Source: an optimization exercise on an open RTL-to-GDS flow (aim: small area, a short achievable clock period and few clock cycles per item). Production flows keep margins and buffers that such runs may drop. At most, simulation tests tie the RTL to the original design; equivalence was not proved. Power figures rest on the tool's default switching activity, not on a simulated workload.

Setup of the reference run:
// scmcv_top
module scmcv_top (
   input  logic        clock,
   input  logic        reset,
   input  logic        start,
   output logic        busy,
   input  logic [1:0]  req_cmd,
   input  logic [15:0] req_target_cv,
   input  logic [3:0]  req_target_knob,
   input  logic [15:0] req_current_cv,
   input  logic [3:0]  req_current_knob,
   input  logic [15:0] req_morph_cv,
   input  logic [14:0] req_morph_knob,
   input  logic [15:0] req_type_buttons,
   input  logic [15:0] req_focus_mask,
   input  logic [3:0]  req_scene_slot,
   input  logic [3:0]  req_channel_slot,
   input  logic [14:0] req_write_value,
   output logic        rsp_strobe,
   output logic [3:0]  rsp_channel,
   output logic [15:0] rsp_cv_out,
   output logic        rsp_type_light,
   output logic        rsp_last,
   input  logic        psel,
   input  logic        penable,
   input  logic        pwrite,
   input  logic [2:0]  paddr,
   input  logic [31:0] pwdata,
   output logic [31:0] prdata,
   output logic        pready
);
   scmcv_pkg::req_type req;
   scmcv_pkg::rsp_type rsp;
   assign req.cmd          = req_cmd;
   assign req.target_cv    = req_target_cv;
   assign req.target_knob  = req_target_knob;
   assign req.current_cv   = req_current_cv;
   assign req.current_knob = req_current_knob;
   assign req.morph_cv     = req_morph_cv;
   assign req.morph_knob   = req_morph_knob;
   assign req.type_buttons = req_type_buttons;
   assign req.focus_mask   = req_focus_mask;
  ...
Size in the first run: roughly 8400 cells after synthesis, roughly 4400 flip-flops, ~230 I/O pins.
clock: 12.0 ns
lec_check: 0
cap_margin: 20
core_margin: 2
core_utilization: 35
place_density: 0.55
slew_margin: 20
synth_memory_max_bits: 16384
run.sh (not shown) runs the stock make flow with config.mk's settings and CLKGATE_MAP_FILE= SYNTH_SCRIPT=/design/flow/synth_recipe.tcl, a recipe that flattens the netlist after the stock synthesis.
In summary, the reference run completed successfully, with a layout that passed the timing, DRC and antenna checks.
Relative to the reference run, the following input files were edited for the trial run:
==> flow/flow/run.sh (new file) <==
#!/bin/bash
# ORFS layout. Synthesis is the standard script with the adder-extraction step
# left out (ADDER_MAP_FILE empty), so ABC maps the adder logic itself. The layout
# steps run with a setup margin so timing repair keeps working below the period.
set -euo pipefail
bash standard.sh ADDER_MAP_FILE= synth > synth.log 2>&1
bash standard.sh SETUP_SLACK_MARGIN=8.0 finish > layout.log 2>&1
==> flow/standard.sh (new file) <==
#!/bin/bash
# synth_recipe.tcl (not shown) runs the flow's synth.tcl, then flattens the netlist and writes it again
# the make line also repeats each setting of config.mk as NAME=value (left out here)
make -C /OpenROAD-flow-scripts/flow DESIGN_CONFIG=/design/flow/config.mk WORK_HOME=/design/flow/orfs CLKGATE_MAP_FILE= SYNTH_SCRIPT=/design/flow/synth_recipe.tcl "${@:-finish}"
removed: flow/run.sh
### Flow results
For the post-route clock period utilization, the trial run came in 3.0 points lower than the reference run did. Against the reference run, the trial run comes in 130% higher on count of buffers not belonging to the clock network in the layout. When the trial run is measured against the reference run, its internal cell power turns out about 1% lower. Looking at mux cell area share after synthesis, the trial run sits below the reference run.
Function was not checked in any run of this note: the RTL went through the layout flow alone.

* * *

scmcv_top, a different RTL version from the one above (not shown whole).
Size: about 10000 cells after synthesis, roughly 4600 flip-flops, ~230 I/O pins, about 0.13 mm2 of cells after synthesis.
export LEC_CHECK = 0
export CAP_MARGIN = 20
export CORE_MARGIN = 2
export CORE_UTILIZATION = 35
export PLACE_DENSITY = 0.55
export SLEW_MARGIN = 20
export SYNTH_MEMORY_MAX_BITS = 16384
create_clock -name core_clock -period 12.0 [get_ports {clock}]
standard.sh (not shown) runs the stock make flow with config.mk's settings and CLKGATE_MAP_FILE= SYNTH_SCRIPT=/design/flow/synth_recipe.tcl, a recipe that flattens the netlist after the stock synthesis.
==> flow/flow/run.sh <==
#!/bin/bash
# ORFS layout: the standard synthesis, then the standard steps with a setup
# margin (timing repair keeps working below the period) and larger clock-sink clusters.
set -euo pipefail
bash standard.sh synth > synth.log 2>&1
bash standard.sh SETUP_SLACK_MARGIN=8.3 CTS_BUF_LIST=sky130_fd_sc_hd__clkbuf_16 CTS_CLUSTER_SIZE=24 CTS_CLUSTER_DIAMETER=70 CORE_UTILIZATION=55 PLACE_DENSITY=0.70 finish > layout.log 2>&1
Testbench counts at the start, summed over its fixed seeds: cycles 11,540, ticks 514.
Next try:
==> flow/flow/run.sh (replaced) <==
#!/bin/bash
# ORFS layout: the standard synthesis, then the standard steps with a setup
# margin (timing repair keeps working below the period) and larger clock-sink clusters.
set -euo pipefail
bash standard.sh synth > synth.log 2>&1
bash standard.sh SETUP_SLACK_MARGIN=8.3 CTS_BUF_LIST=sky130_fd_sc_hd__clkbuf_16 CTS_CLUSTER_SIZE=24 CTS_CLUSTER_DIAMETER=70 CORE_UTILIZATION=65 PLACE_DENSITY=0.80 finish > layout.log 2>&1
The new run finished with timing, DRC and antenna clean.
Utilization grows by 10 points.
Synthesized cell count is unchanged.
Total power shrinks slightly.
Setup slack improves by 0.033 ns.
Global-route usage grows by 4.8 points.

* * *

Another version of the RTL of scmcv_top (not shown whole).
For scale: ~10000 cells after synthesis, roughly 230 I/O pins.
==> flow/config.mk <==
export PLATFORM = sky130hd
export DESIGN_NAME = scmcv_top
export DESIGN_NICKNAME = scmcv_top
export VERILOG_FILES = /design/flow/design.v
export SDC_FILE = /design/flow/constraint.sdc
export NUM_CORES = 4
export LEC_CHECK = 0
export CAP_MARGIN = 20
export CORE_MARGIN = 2
export CORE_UTILIZATION = 35
export PLACE_DENSITY = 0.55
export SLEW_MARGIN = 20
export SYNTH_MEMORY_MAX_BITS = 16384
==> flow/constraint.sdc <==
create_clock -name core_clock -period 12.0 [get_ports {clock}]
set_input_delay 2.4000 -clock core_clock [delete_from_list [all_inputs] [get_ports {clock}]]
set_output_delay 2.4000 -clock core_clock [all_outputs]
set_load 0.01 [all_outputs]
==> flow/flow/run.sh <==
#!/bin/bash
# ORFS layout with the standard synthesis, then the standard ORFS steps with:
#  - larger clock-sink clusters of clkbuf_16 for a smaller clock tree;
#  - a denser placement.
# Each step's full output goes to synth.log and layout.log here (and ORFS's own logs).
set -euo pipefail
bash standard.sh synth > synth.log 2>&1
bash standard.sh SETUP_SLACK_MARGIN=8.5 CTS_BUF_LIST=sky130_fd_sc_hd__clkbuf_16 CTS_CLUSTER_SIZE=24 CTS_CLUSTER_DIAMETER=70 CORE_UTILIZATION=55 PLACE_DENSITY=0.70 finish > layout.log 2>&1
Testbench counts at the start, summed over its fixed seeds: cycles 11,540, ticks 514.
==> next run, changes <==
==> flow/flow/run.sh (replaced) <==
#!/bin/bash
# ORFS layout: the standard synthesis, then the standard steps with a setup
# margin (timing repair keeps working below the period) and larger clock-sink clusters.
set -euo pipefail
bash standard.sh synth > synth.log 2>&1
bash standard.sh SETUP_SLACK_MARGIN=8.3 CTS_BUF_LIST=sky130_fd_sc_hd__clkbuf_16 CTS_CLUSTER_SIZE=24 CTS_CLUSTER_DIAMETER=70 CORE_UTILIZATION=55 PLACE_DENSITY=0.70 finish > layout.log 2>&1
First-iteration DRC count shrinks by 3.4%.
Hold slack gains 0.0033 ns.
Clock power shrinks by about 2%.
Register-to-register slack loses 0.04 ns.
Count of clock-buffer cells in the layout shrinks by 2.
Power shrinks by 0.62%.
Via count hardly moves.
Fmax grows by 1.8%.

* * *

== nickel ==
RTL: one of the versions met above, not the one the previous note started from.
Size: about 10000 cells after synthesis, roughly 4600 flip-flops, about 230 I/O pins.
==> flow/config.mk <==
export PLATFORM = sky130hd
export DESIGN_NAME = scmcv_top
export DESIGN_NICKNAME = scmcv_top
export VERILOG_FILES = /design/flow/design.v
export SDC_FILE = /design/flow/constraint.sdc
export NUM_CORES = 4
export LEC_CHECK = 0
export CAP_MARGIN = 20
export CORE_MARGIN = 2
export CORE_UTILIZATION = 35
export PLACE_DENSITY = 0.55
export SLEW_MARGIN = 20
export SYNTH_MEMORY_MAX_BITS = 16384
==> flow/constraint.sdc <==
create_clock -name core_clock -period 12.0 [get_ports {clock}]
set_input_delay 2.4000 -clock core_clock [delete_from_list [all_inputs] [get_ports {clock}]]
set_output_delay 2.4000 -clock core_clock [all_outputs]
set_load 0.01 [all_outputs]
==> flow/flow/run.sh <==
#!/bin/bash
# ORFS layout: the standard synthesis, then the standard steps with a setup
# margin (timing repair keeps working below the period) and larger clock-sink clusters.
set -euo pipefail
bash standard.sh synth > synth.log 2>&1
bash standard.sh SETUP_SLACK_MARGIN=8.3 CTS_BUF_LIST=sky130_fd_sc_hd__clkbuf_16 CTS_CLUSTER_SIZE=24 CTS_CLUSTER_DIAMETER=70 finish > layout.log 2>&1
Testbench counts of nickel, summed over its fixed seeds: cycles 11,540, ticks 514.
Here is what was changed in the inputs of amber compared with nickel.
-- flow/flow/run.sh --
<<< nickel, line 6
bash standard.sh SETUP_SLACK_MARGIN=8.3 CTS_BUF_LIST=sky130_fd_sc_hd__clkbuf_16 CTS_CLUSTER_SIZE=24 CTS_CLUSTER_DIAMETER=70 finish > layout.log 2>&1
>>> amber, line 6
bash standard.sh SETUP_SLACK_MARGIN=8.3 CTS_BUF_LIST=sky130_fd_sc_hd__clkbuf_16 CTS_CLUSTER_SIZE=20 CTS_CLUSTER_DIAMETER=60 finish > layout.log 2>&1
### Flow results
Higher number of search-and-repair iterations in the first detailed-routing pass was reported by nickel, not amber.
Comparing amber against nickel, there is no change at all in number of nets with antenna violations after detailed routing.
amber against nickel: number of antenna violations at the first check in global routing went down 7.7%, layout-stage area growth over the synthesis result went up 2.1 points.
Against nickel, met3 wirelength from detailed routing in amber fell slightly.
amber: clock-buffer cell count higher than nickel
On fraction of power spent switching nets, nickel tracks amber almost exactly.
Power, amber vs nickel: up by a little under 10%
Delta (amber minus nickel): clock power picked up an extra about 20%, number of non-clock buffers in the layout lost 1.2%, share of power burned in combinational logic lost 0.3 points.

-- afterwards: timing with drivers on the ports --
How much do the figures lean on ideal ports? The routed layouts below were timed once more, with nothing changed but the port constraints.
Step 1 assumes that a clkbuf_16 drives the clock port and a buf_2 every other input.
Step 2, shift: input delay + t, output delay - t, t = (earliest + latest rising clock arrival at the registers) / 2. This alone moves slack from input paths to output paths.
Slacks: ideal / step 1 / step 2; pairs: ideal / step 1.
| run | t, ns | setup slack, ns | hold slack, ns | latest minus earliest clock arrival (ns) | slew at the worst register clock pin (ns) |
|---|---|---|---|---|---|
| the reference run | 1.006 | 5.425 / 5.425 / 5.425 | 0.260 / 0.260 / 0.260 | 0.110 / 0.110 | 0.07 / 0.07 |
| the trial run | 1.021 | 5.782 / 5.855 / 4.834 | 0.271 / 0.271 / 0.271 | 0.105 / 0.106 | 0.07 / 0.07 |
| the first run of note 2 | 1.002 | 8.065 / 8.029 / 7.453 | 0.256 / 0.256 / 0.256 | 0.098 / 0.098 | 0.10 / 0.10 |
| the second run of note 2 | 0.991 | 8.097 / 8.035 / 7.474 | 0.285 / 0.285 / 0.285 | 0.069 / 0.070 | 0.10 / 0.10 |
| the first run of note 3 | 1.024 | 8.184 / 8.099 / 7.428 | 0.280 / 0.280 / 0.280 | 0.096 / 0.097 | 0.10 / 0.10 |
| the second run of note 3 | 1.000 | 8.253 / 8.151 / 7.444 | 0.283 / 0.283 / 0.283 | 0.101 / 0.101 | 0.10 / 0.10 |
| nickel | 1.024 | 8.046 / 8.046 / 7.382 | 0.287 / 0.287 / 0.287 | 0.092 / 0.093 | 0.10 / 0.10 |
| amber | 0.992 | 8.091 / 8.091 / 7.411 | 0.303 / 0.303 / 0.303 | 0.085 / 0.085 | 0.09 / 0.09 |
After both steps setup and hold are still met in every run listed. For the trial run, which loses most, drivers alone change the setup slack by +0.073 ns; drivers and shift together by -0.948 ns.
